Source: an optimization exercise on an open RTL-to-GDS flow (aim: small area, a short achievable clock period and few clock cycles per item). Production flows keep margins and buffers that such runs may drop.
Function was checked by simulation only, so behaviour that the tests miss may differ from the original.
No activity file was given, so power comes from the tool's default toggle rates.

==> flow/design.v (outline; a module is shown in full before it is edited, if it fits) <==
// module gj_fa: 4 lines
// module gj_n100: 297 lines
// module gj_n101: 297 lines
// module gj_n102: 297 lines
// module gj_n103: 141 lines
// module gj_n104: 141 lines
// module gj_n105: 141 lines
// module gj_n106: 168 lines
// module gj_n107: 297 lines
// module gj_n108: 297 lines
// module gj_n109: 328 lines
// module gj_n110: 328 lines
// module gj_n111: 328 lines
// module gj_n112: 141 lines
// module gj_n113: 141 lines
// module gj_n114: 297 lines
// module gj_n115: 297 lines
// module gj_n116: 297 lines
// module gj_n117: 297 lines
// module gj_n118: 297 lines
// module gj_n119: 141 lines
// module gj_n120: 297 lines
// module gj_n121: 297 lines
// module gj_n122: 297 lines
// module gj_n123: 297 lines
// module gj_n124: 297 lines
// module gj_n125: 141 lines
// module gj_n126: 141 lines
// module gj_n127: 297 lines
// module gj_n128: 297 lines
// module gj_n129: 297 lines
// module gj_n130: 297 lines
// module gj_n131: 297 lines
// module gj_n132: 141 lines
// module gj_n133: 297 lines
// module gj_n134: 297 lines
// module gj_n135: 297 lines
// module gj_n136: 297 lines
// module gj_n137: 297 lines
// module gj_n138: 141 lines
// module gj_n139: 297 lines
// module gj_n140: 297 lines
// module gj_n141: 297 lines
// module gj_n142: 297 lines
// module gj_n143: 297 lines
// module gj_n25: 328 lines
// module gj_n26: 328 lines
// module gj_n27: 328 lines
// module gj_n28: 328 lines
// module gj_n29: 328 lines
// module gj_n30: 328 lines
// module gj_n31: 328 lines
// module gj_n32: 328 lines
// module gj_n33: 328 lines
// module gj_n34: 328 lines
// module gj_n35: 328 lines
// module gj_n36: 328 lines
// module gj_n37: 328 lines
// module gj_n38: 328 lines
// module gj_n39: 328 lines
// ... 61 more modules
module gauss_jordan_top
(
	input wire logic clk,
	input wire logic reset,
	input wire logic in_valid,
	output logic in_ready,
	input wire logic [199:0] in_matrix,
	output logic out_valid,
	input wire logic out_ready,
	output logic [239:0] result
);
  // ...
==> flow/run.sh <==
#!/bin/bash
# synth_recipe.tcl (not shown) runs the flow's synth.tcl, then flattens the netlist and writes it again
# the make line also repeats each setting of config.mk as NAME=value (left out here)
make -C /OpenROAD-flow-scripts/flow DESIGN_CONFIG=/design/flow/config.mk WORK_HOME=/design/flow/orfs CLKGATE_MAP_FILE= SYNTH_SCRIPT=/design/flow/synth_recipe.tcl finish
==> flow/config.mk <==
export PLATFORM = sky130hd
export DESIGN_NAME = gauss_jordan_top
export DESIGN_NICKNAME = gauss_jordan_top
export VERILOG_FILES = /design/flow/design.v
export SDC_FILE = /design/flow/constraint.sdc
export NUM_CORES = 4
export LEC_CHECK = 0
export CAP_MARGIN = 20
export CORE_MARGIN = 2
export CORE_UTILIZATION = 40
export CTS_BUF_LIST = sky130_fd_sc_hd__clkbuf_8
export SETUP_SLACK_MARGIN = 4.5
export SLEW_MARGIN = 20
export SYNTH_HIERARCHICAL = 1
==> flow/constraint.sdc <==
create_clock -name core_clock -period 9.0 [get_ports {clk}]
set_input_delay 1.8000 -clock core_clock [delete_from_list [all_inputs] [get_ports {clk}]]
set_output_delay 1.8000 -clock core_clock [all_outputs]
set_load 0.01 [all_outputs]
==> impl_metrics.csv, run 1 <==
group,metric,value,unit
final_layout,comb.multi_input.count,14900,
power_and_ir_drop,switchingPower,54.5,mW
routing,first_pass_iters,7,
yosys,synth_top_area_cell,"fa_1",
clocking,clk_path_buf_depth,4,
routing,num_vias,145000,
routing,ant_nets,0,
final_layout,final_core_util,0.491,
setup_path,r2r-start,"s5_n92[2]",
timing,hold_violations,0,
outcome,status,"complete, no violations",
yosys,ys.flop_type,"edfxtp_1",
placed_design,placed_cell_area,0.220,mm^2
timing,setup_tns,0,ps
yosys,synth_edf_count,2088,
yosys,synthSimpleGateAreaFrac,0.168,
final_layout,diodes,32,
yosys,ys_top_cells_by_count,"5922 x nand2_1, 3501 x fa_1, 2114 x xnor2_1",
routing,wl_per_cell,26.9,um
setup_path,cp.arrival,6010,ps
hold_path,whs_path_depth,0,
yosys,synth_fa_ha_area_frac,0.371,
timing,slew_headroom,0.258,
grt,antenna_found_initial,32,
final_layout,layoutNonFillerInstCount,26900,
floorplan,placeableCoreArea,0.510,mm^2
floorplan,die_w,720,um
final_layout,inverters,271,
timing,clock_skew,93.1,ps
placed_design,io_buffers,445,
setup_path,worst_path_max_delay_cell,"or4_4",
hold_path,hp-start,"s3_n43[4]",
setup_path,endpoint_kind,"flip-flop",
yosys,synth.area.mux_share,0.000391,
yosys,synth_top_cell_area_share,0.342,
final_layout,multi_input_area,0.143,mm^2
grt,grt_first_pass_wirelength,1030000,um
Testbench counts, summed over its fixed seeds: cycles 264, items 192.
==> inputs of run 2 (changes only) <==
--- a/flow/config.mk
+++ b/flow/config.mk
@@ -14 +14,2 @@
 export SYNTH_HIERARCHICAL = 1
+export TNS_END_PERCENT = 20
==> run 2 against run 1 <==
Effect of this change: still clean on timing, DRC and antenna; cell count down 1.7%; global-route usage down 1.3 points; non-clock buffer count down 445; register-to-register slack about the same; synthesized cell count unchanged; clock power about the same; largest cell class unchanged.
==> impl_metrics.csv, run 2 <==
group,metric,value,unit
placed_design,globalplace.congestion,0.860,
placed_design,io_buffers,445,
yosys,synth_nets,21500,
setup_path,endpoint_kind,"flip-flop",
final_layout,final_common_cell,"nand2_1",
final_layout,nNetsFinal,23500,
final_layout,final_core_util,0.476,
clocking,cts_tree,"built",
yosys,synthArstFlopShare,0,
yosys,netlist_area,0.205,mm^2
clocking,clk_path_buf_depth,4,
final_layout,top_register,"vld",
placed_design,pre_cts_slack,3380,ps
power_and_ir_drop,powerDensity,500,mW/mm^2
clocking,clock_latency,1200,ps
grt,antenna_found_initial,35,
timing,rsz0062_at_grt,"true",
yosys,yosysWarningCount,7,
setup_path,cp.arrival,5990,ps
yosys,ys.flop_type,"edfxtp_1",
setup_path,worst_path_max_delay_cell,"edfxtp_1",
yosys,synth_top_cell_area_share,0.342,
hold_path,hp-class,"reg2reg",
floorplan,ios,446,
floorplan,die_w,720,um
yosys,synth_edf_count,2088,
floorplan,placeableCoreArea,0.510,mm^2
timing,setup_ws,3940,ps
floorplan,die_h,720,um
final_layout,drive_above_1_share,0.122,
clocking,clk_pin_slew,60,ps
outcome,status,"complete, no violations",
yosys,synth_top_area_cell,"fa_1",
setup_path,crit_type,"reg2reg",
yosys,avgSynthCellArea,11.8,um^2
power_and_ir_drop,max-vdd-ir-drop,986,uV
routing,drc,0,
power_and_ir_drop,p_leak,81.7,nW
timing,clock_skew,75.5,ps
yosys,netlist_instances,17300,
final_layout,regArea,0.0629,mm^2
grt,track_usage,0.256,
setup_path,cp_cell_sequence,"and2_1 -> ha_1 -> fa_1 -> fa_1 -> fa_1 -> fa_1 -> fa_1 -> xor2_1 -> xnor3_1 -> xnor3_1 -> xnor3_1",
yosys,yosysMostFrequentCell,"nand2_1",
routing,wl_per_cell,25.8,um
clocking,cts_buffers,388,
setup_path,start_kind,"flip-flop",
clocking,h-tree-depth,5,
setup_path,crit_fanout,13,
yosys,ys_top_cells_by_count,"5922 x nand2_1, 3501 x fa_1, 2114 x xnor2_1",
yosys,synth_area_leaders,"fa_1 34%, edfxtp_1 31%, nand2_1 11%",
setup_path,required,9930,ps
timing,setup-violations-final,0,
final_layout,num-fill-cells,45500,
timing,max_freq,198,MHz
routing,first_iter_violations,13300,
grt,grt_first_pass_wirelength,990000,um
clocking,clock-root-buffer,"clkbuf_8",
yosys,ys_seq_area_frac,0.307,
grt,grt_max_degree,182,
floorplan,rows,262,
routing,wirelength,683000,um
routing,avgViaCountPerCell,5.35,
yosys,synth-seq-cells,2097,
setup_path,crit_family,"adder cells",
setup_path,crit_buf_inv,0,
timing,hold_violations,0,
grt,grt_pass1_vias,150000,
timing,tightest_slew,1100,ps
timing,fin_crit_sh,0.562,
placed_design,hpwl,408000,um
setup_path,crit_top_cell,"fa_1",
floorplan,dieArea,0.518,mm^2
final_layout,layout_common_cells,"5896 x nand2_1, 3284 x fa_1, 2099 x xnor2_1",
final_layout,multi_input_area,0.141,mm^2
yosys,synth_cell_types,36,
final_layout,area_growth_syn_to_layout,18.5,%
routing,num_vias,141000,
routing,ant_nets,0,
timing,min_period,5060,ps
job,cap_violations,0,
timing,slew_viol_final,0,
setup_path,max_stage_delay,900,ps
clocking,postCtsHoldBufs,0,
timing,slew_headroom,0.268,
routing,first_pass_iters,6,
timing,setup_tns,0,ps
grt,grt.overflow.total,0,
floorplan,initial_core_util,0.402,
clocking,clkSinkCount,2097,
final_layout,largest_reg_flops,9,
-- run 2: cell counts after synthesis --
No cell type changed its count.
-- run 2: final timing paths --
check | from | end | slack (ps) | depth (start not counted)
worst max-delay path | s4_a04[2] | s5_n79[7] | 3940 | 11
worst min-delay path | s3_n43[4] | s4_n43[4] | 380 | 0
worst max register to register | s4_a04[2] | s5_n79[7] | 3940 | 11
worst min register to register | s3_n43[4] | s4_n43[4] | 380 | 0
-- run 2: metrics by stage --
stage,power [mW],std cells,hold WS (ps),cell area [um^2]
3_3_place_gp,102,24800,401,220000
4_1_cts,119,26300,375,241000
6_report,121,26400,376,243000
2_1_floorplan,84.1,17300,400,205000
3_5_place_dp,104,24800,405,220000
5_1_grt,130,26400,395,243000
-- run 2: per-module statistics from Yosys (local to each module, per instance), a selection --
module,cells,times used
gauss_jordan_top,2119,1
gj_n41,125,1
gj_n55,125,1
gj_n38,125,1
gj_n128,114,1
gj_n134,114,1
gj_n115,114,1
gj_n143,114,1
gj_n142,114,1
gj_n65,114,1
gj_n107,114,1
gj_n126,60,1
gj_n92,60,1
gj_n98,60,1
gj_n67,60,1
gj_n89,60,1
-- run 2: final cells by class --
| type | instances | share of cell area |
|---|---|---|
| Tap cell | 6732 | 0.0347 |
| Timing Repair Buffer | 1691 | 0.0859 |
| Sequential cell | 2097 | 0.259 |
| Antenna cell | 15 | 0.000155 |
| Clock buffer | 390 | 0.0221 |
| Inverter | 271 | 0.00419 |
| Clock inverter | 315 | 0.0112 |
| Multi-Input combinational cell | 14900 | 0.583 |
-- run 2: kinds of logic (layout without fill, tap and decap cells) --
group	count (synthesis)	in the layout	share of synthesized area
DFF	2097	2097	0.307
adders and majority gates	3969	3969	0.371
xor gates and xnor gates	3031	3031	0.145
other	0	15	0
and+or+nand+nor	7856	7857	0.168
buffers and inverters	333	2667	0.00734
muxes	8	8	0.000391
AOI/OAI and AO/OA	54	54	0.00197
-- run 2: per-layer routing --
metal | global-route usage | vias to the layer above | wire [um]
met1 | 0.321 | 72600 | 259000
met3 | 0.0416 | 1946 | 51300
li1 | - | 59700 | -
met4 | 0.172 | 16 | 58300
met5 | 0 | - | 113
met2 | 0.411 | 7236 | 314000
-- run 2: report_power, final --
part	switching [mW]	leakage, nW	total [mW]	internal, mW
sequential	3.56	23.5	21.8	18.3
clock	4.60	4.39	9.90	5.30
combinational	44.0	53.8	89.6	45.6
-- run 2: repair_timing --
item | 4_1_cts | 5_1_grt
pin swaps | 348 | 168
resized for setup | 715 | 163
setup buffers | 701 | 103
setup endpoints to repair | 189 | 124
gates cloned | 123 | 27
==> inputs of run 3 (changes only) <==
--- a/flow/config.mk
+++ b/flow/config.mk
@@ -14,2 +14,2 @@
 export SYNTH_HIERARCHICAL = 1
-export TNS_END_PERCENT = 20
+export TNS_END_PERCENT = 5
==> run 3 against run 2 <==
Effect of this change: register-to-register slack about the same; worst hold slack lost 8.2 ps; still clean on timing, DRC and antenna; non-clock buffer count fell by 217; die area is the same; clock power barely moved; cell count decreased by 0.78%; highest routed layer unchanged; sequential power is essentially flat.
==> impl_metrics.csv, run 3 <==
group,metric,value,unit
grt,met1_usage,0.316,
setup_path,startpoint,"s2_n52[3]",
power_and_ir_drop,fin_total_pwr,120,mW
final_layout,regArea,0.0629,mm^2
timing,rsz0062_at_grt,"true",
clocking,cts_tree,"built",
timing,fin_crit_sh,0.563,
routing,ant_nets,0,
clocking,clkSinkCount,2097,
final_layout,nNetsFinal,23300,
floorplan,dieArea,0.518,mm^2
final_layout,num-fill-cells,45900,
grt,grt_pass1_vias,148000,
yosys,avgSynthCellArea,11.8,um^2
grt,track_usage,0.245,
floorplan,placeableCoreArea,0.510,mm^2
grt,grt_first_pass_wirelength,957000,um
grt,met2_usage,0.398,
yosys,synthArstFlopShare,0,
power_and_ir_drop,powerDensity,500,mW/mm^2
final_layout,drive_above_1_share,0.105,
timing,clock_skew,86.1,ps
timing,slew_headroom,0.230,
setup_path,crit_type,"reg2reg",
clocking,clk_path_buf_depth,4,
hold_path,hp-start,"s3_n43[4]",
routing,first_pass_iters,6,
placed_design,io_buffers,445,
clocking,postCtsHoldBufs,0,
setup_path,start_kind,"flip-flop",
placed_design,globalplace.congestion,0.860,
clocking,clk_pin_slew,60,ps
hold_path,hp-class,"reg2reg",
floorplan,ios,446,
final_layout,top_register,"vld",
grt,grt_max_degree,182,
yosys,synth_nets,21500,
timing,tightest_slew,1150,ps
clocking,clock-root-buffer,"clkbuf_8",
setup_path,cp.arrival,6010,ps
routing,drc,0,
yosys,netlist_area,0.205,mm^2
timing,min_period,5070,ps
yosys,ys_top_cells_by_count,"5922 x nand2_1, 3501 x fa_1, 2114 x xnor2_1",
grt,use_met3,0.0371,
final_layout,multi_input_area,0.141,mm^2
final_layout,layout_common_cells,"5917 x nand2_1, 3389 x fa_1, 2103 x xnor2_1",
setup_path,reg2reg_slack,3930,ps
floorplan,initial_core_util,0.402,
routing,avgViaCountPerCell,5.33,
floorplan,die_h,720,um
timing,hold_violations,0,
yosys,yosysWarningCount,7,
clocking,cts_buffers,388,
final_layout,final_common_cell,"nand2_1",
final_layout,largest_reg_flops,9,
yosys,synth_top_cell_area_share,0.342,
grt,antenna_found_initial,41,
grt,busiest_layer,"met2",
setup_path,endpoint_kind,"flip-flop",
final_layout,area_growth_syn_to_layout,16.8,%
job,cap_violations,0,
yosys,synth_cell_types,36,
setup_path,required,9940,ps
yosys,synth_top_area_cell,"fa_1",
floorplan,die_w,720,um
grt,grt.overflow.total,0,
floorplan,rows,262,
yosys,ys_seq_area_frac,0.307,
clocking,h-tree-depth,5,
setup_path,crit_fanout,25,
routing,wl_per_cell,25.1,um
yosys,ys.flop_type,"edfxtp_1",
yosys,netlist_instances,17300,
routing,first_iter_violations,12900,
setup_path,r2r-start,"s2_n52[3]",
routing,wirelength,659000,um
yosys,synth_edf_count,2088,
routing,num_vias,140000,
setup_path,r2r_cells,11,
timing,setup-violations-final,0,
timing,slew_viol_final,0,
power_and_ir_drop,max-vdd-ir-drop,1000,uV
placed_design,hpwl,408000,um
yosys,synth_area_leaders,"fa_1 34%, edfxtp_1 31%, nand2_1 11%",
timing,max_freq,197,MHz
outcome,status,"complete, no violations",
yosys,yosysMostFrequentCell,"nand2_1",
clocking,clock_latency,1210,ps
power_and_ir_drop,p_leak,79.9,nW
hold_path,whs_path_depth,0,
timing,setup_tns,0,ps
yosys,synth-seq-cells,2097,
## run 3: through the flow
step / utilization / setup WS (ps) / hold slack [ps] / area (um^2) / cells
global placement: 0.431 / 3450 / 401 / 220000 / 24800
detailed placement: 0.431 / 3380 / 405 / 220000 / 24800
finish: 0.469 / 3930 / 368 / 239000 / 26200
CTS: 0.465 / 3980 / 375 / 237000 / 26100
floorplan: - / 372 / 400 / 205000 / 17300
global route: 0.469 / 3830 / 395 / 239000 / 26200
## run 3: final timing paths
path                to
max          s3_n63[7]
min          s4_n43[4]
max reg2reg  s3_n63[7]
min reg2reg  s4_n43[4]
## run 3: area by class of cell
type,count,area share
multi-input cells,14900,0.589
flip-flops and latches,2097,0.263
repair buffers,1474,0.0744
well taps,6732,0.0352
clock buffers,390,0.0224
clock inverters,315,0.0113
inverters,271,0.00425
diodes,25,0.000261
## run 3: modules after synthesis, one instance, submodules excluded, a selection
module   cells inside  flops+latches
gj_n109           125              0
gj_n71            114              0
gj_n64            114              0
gj_n49            114              0
gj_n54            114              0
gj_n142           114              0
gj_n137           114              0
gj_n75             70              0
gj_n106            69              0
gj_n138            60              0
gj_n125            60              0
gj_n62             60              0
## run 3: logic make-up after synthesis
logic type               count (synthesis)  synth area share
AND/OR/NAND/NOR                       7856             0.168
XOR/XNOR                              3031             0.145
AO/OA/AOI/OAI                           54           0.00197
multiplexers                             8          0.000391
buffers and inverters                  333           0.00734
adder cells (fa/ha/maj)               3969             0.371
flip-flops                            2097             0.307
## run 3: worst max-delay path, stage by stage, from the launching register on
cell and delay, ps:
edfxtp_1 340, buf_6 290, nand2_1 130, fa_1 550, fa_1 450, fa_1 420, fa_1 490, fa_1 530
or4_4 560, nor3_2 210, xnor3_1 430, xnor3_1 410
## run 3: metal layers
metal / vias to the layer above / wire, um
li1: 59300 / -
met1: 71800 / 256000
met2: 6979 / 307000
met3: 1637 / 50500
met4: 20 / 45600
met5: - / 131
## run 3: power by group
group	internal (mW)	switching (mW)
registers	18.3	3.53
clock network	5.30	4.59
logic	44.8	43.1
## run 3: what timing repair did
action / in CTS / in global routing
pin swaps: 165 / 100
gates cloned: 81 / 38
gates resized for setup: 440 / 163
hold endpoints to repair: 0 / 0
setup endpoints to repair: 189 / 127
setup buffers: 514 / 104

[afterwards: timing with drivers on the ports]
How much do the figures lean on ideal ports? The routed layouts below were timed once more, with nothing changed but the port constraints. Step 1 (the two cells are an assumption about what drives the block):
set clk [get_ports {clk}]
set_driving_cell -lib_cell sky130_fd_sc_hd__clkbuf_16 $clk
set_driving_cell -lib_cell sky130_fd_sc_hd__buf_2 [delete_from_list [all_inputs] $clk]
Step 2 times the ports against the registers' clock, not the clock port: input delays grow and output delays shrink by t, the midpoint of the rising clock arrivals with the driver on. Three values: ideal, step 1, step 2; two values: the first two.
run	t (ns)	slack for setup (ns)	worst slew at a driven data input, ns
run 1	1.296	3.932 / 3.932 / 3.793	0.06
run 2	1.296	3.942 / 3.942 / 3.535	0.06
run 3	1.296	3.930 / 3.930 / 3.550	0.06
After both steps every run listed still meets setup and hold. For run 2, which loses most, drivers alone change the setup slack by 0.000 ns; drivers and shift together by -0.407 ns.
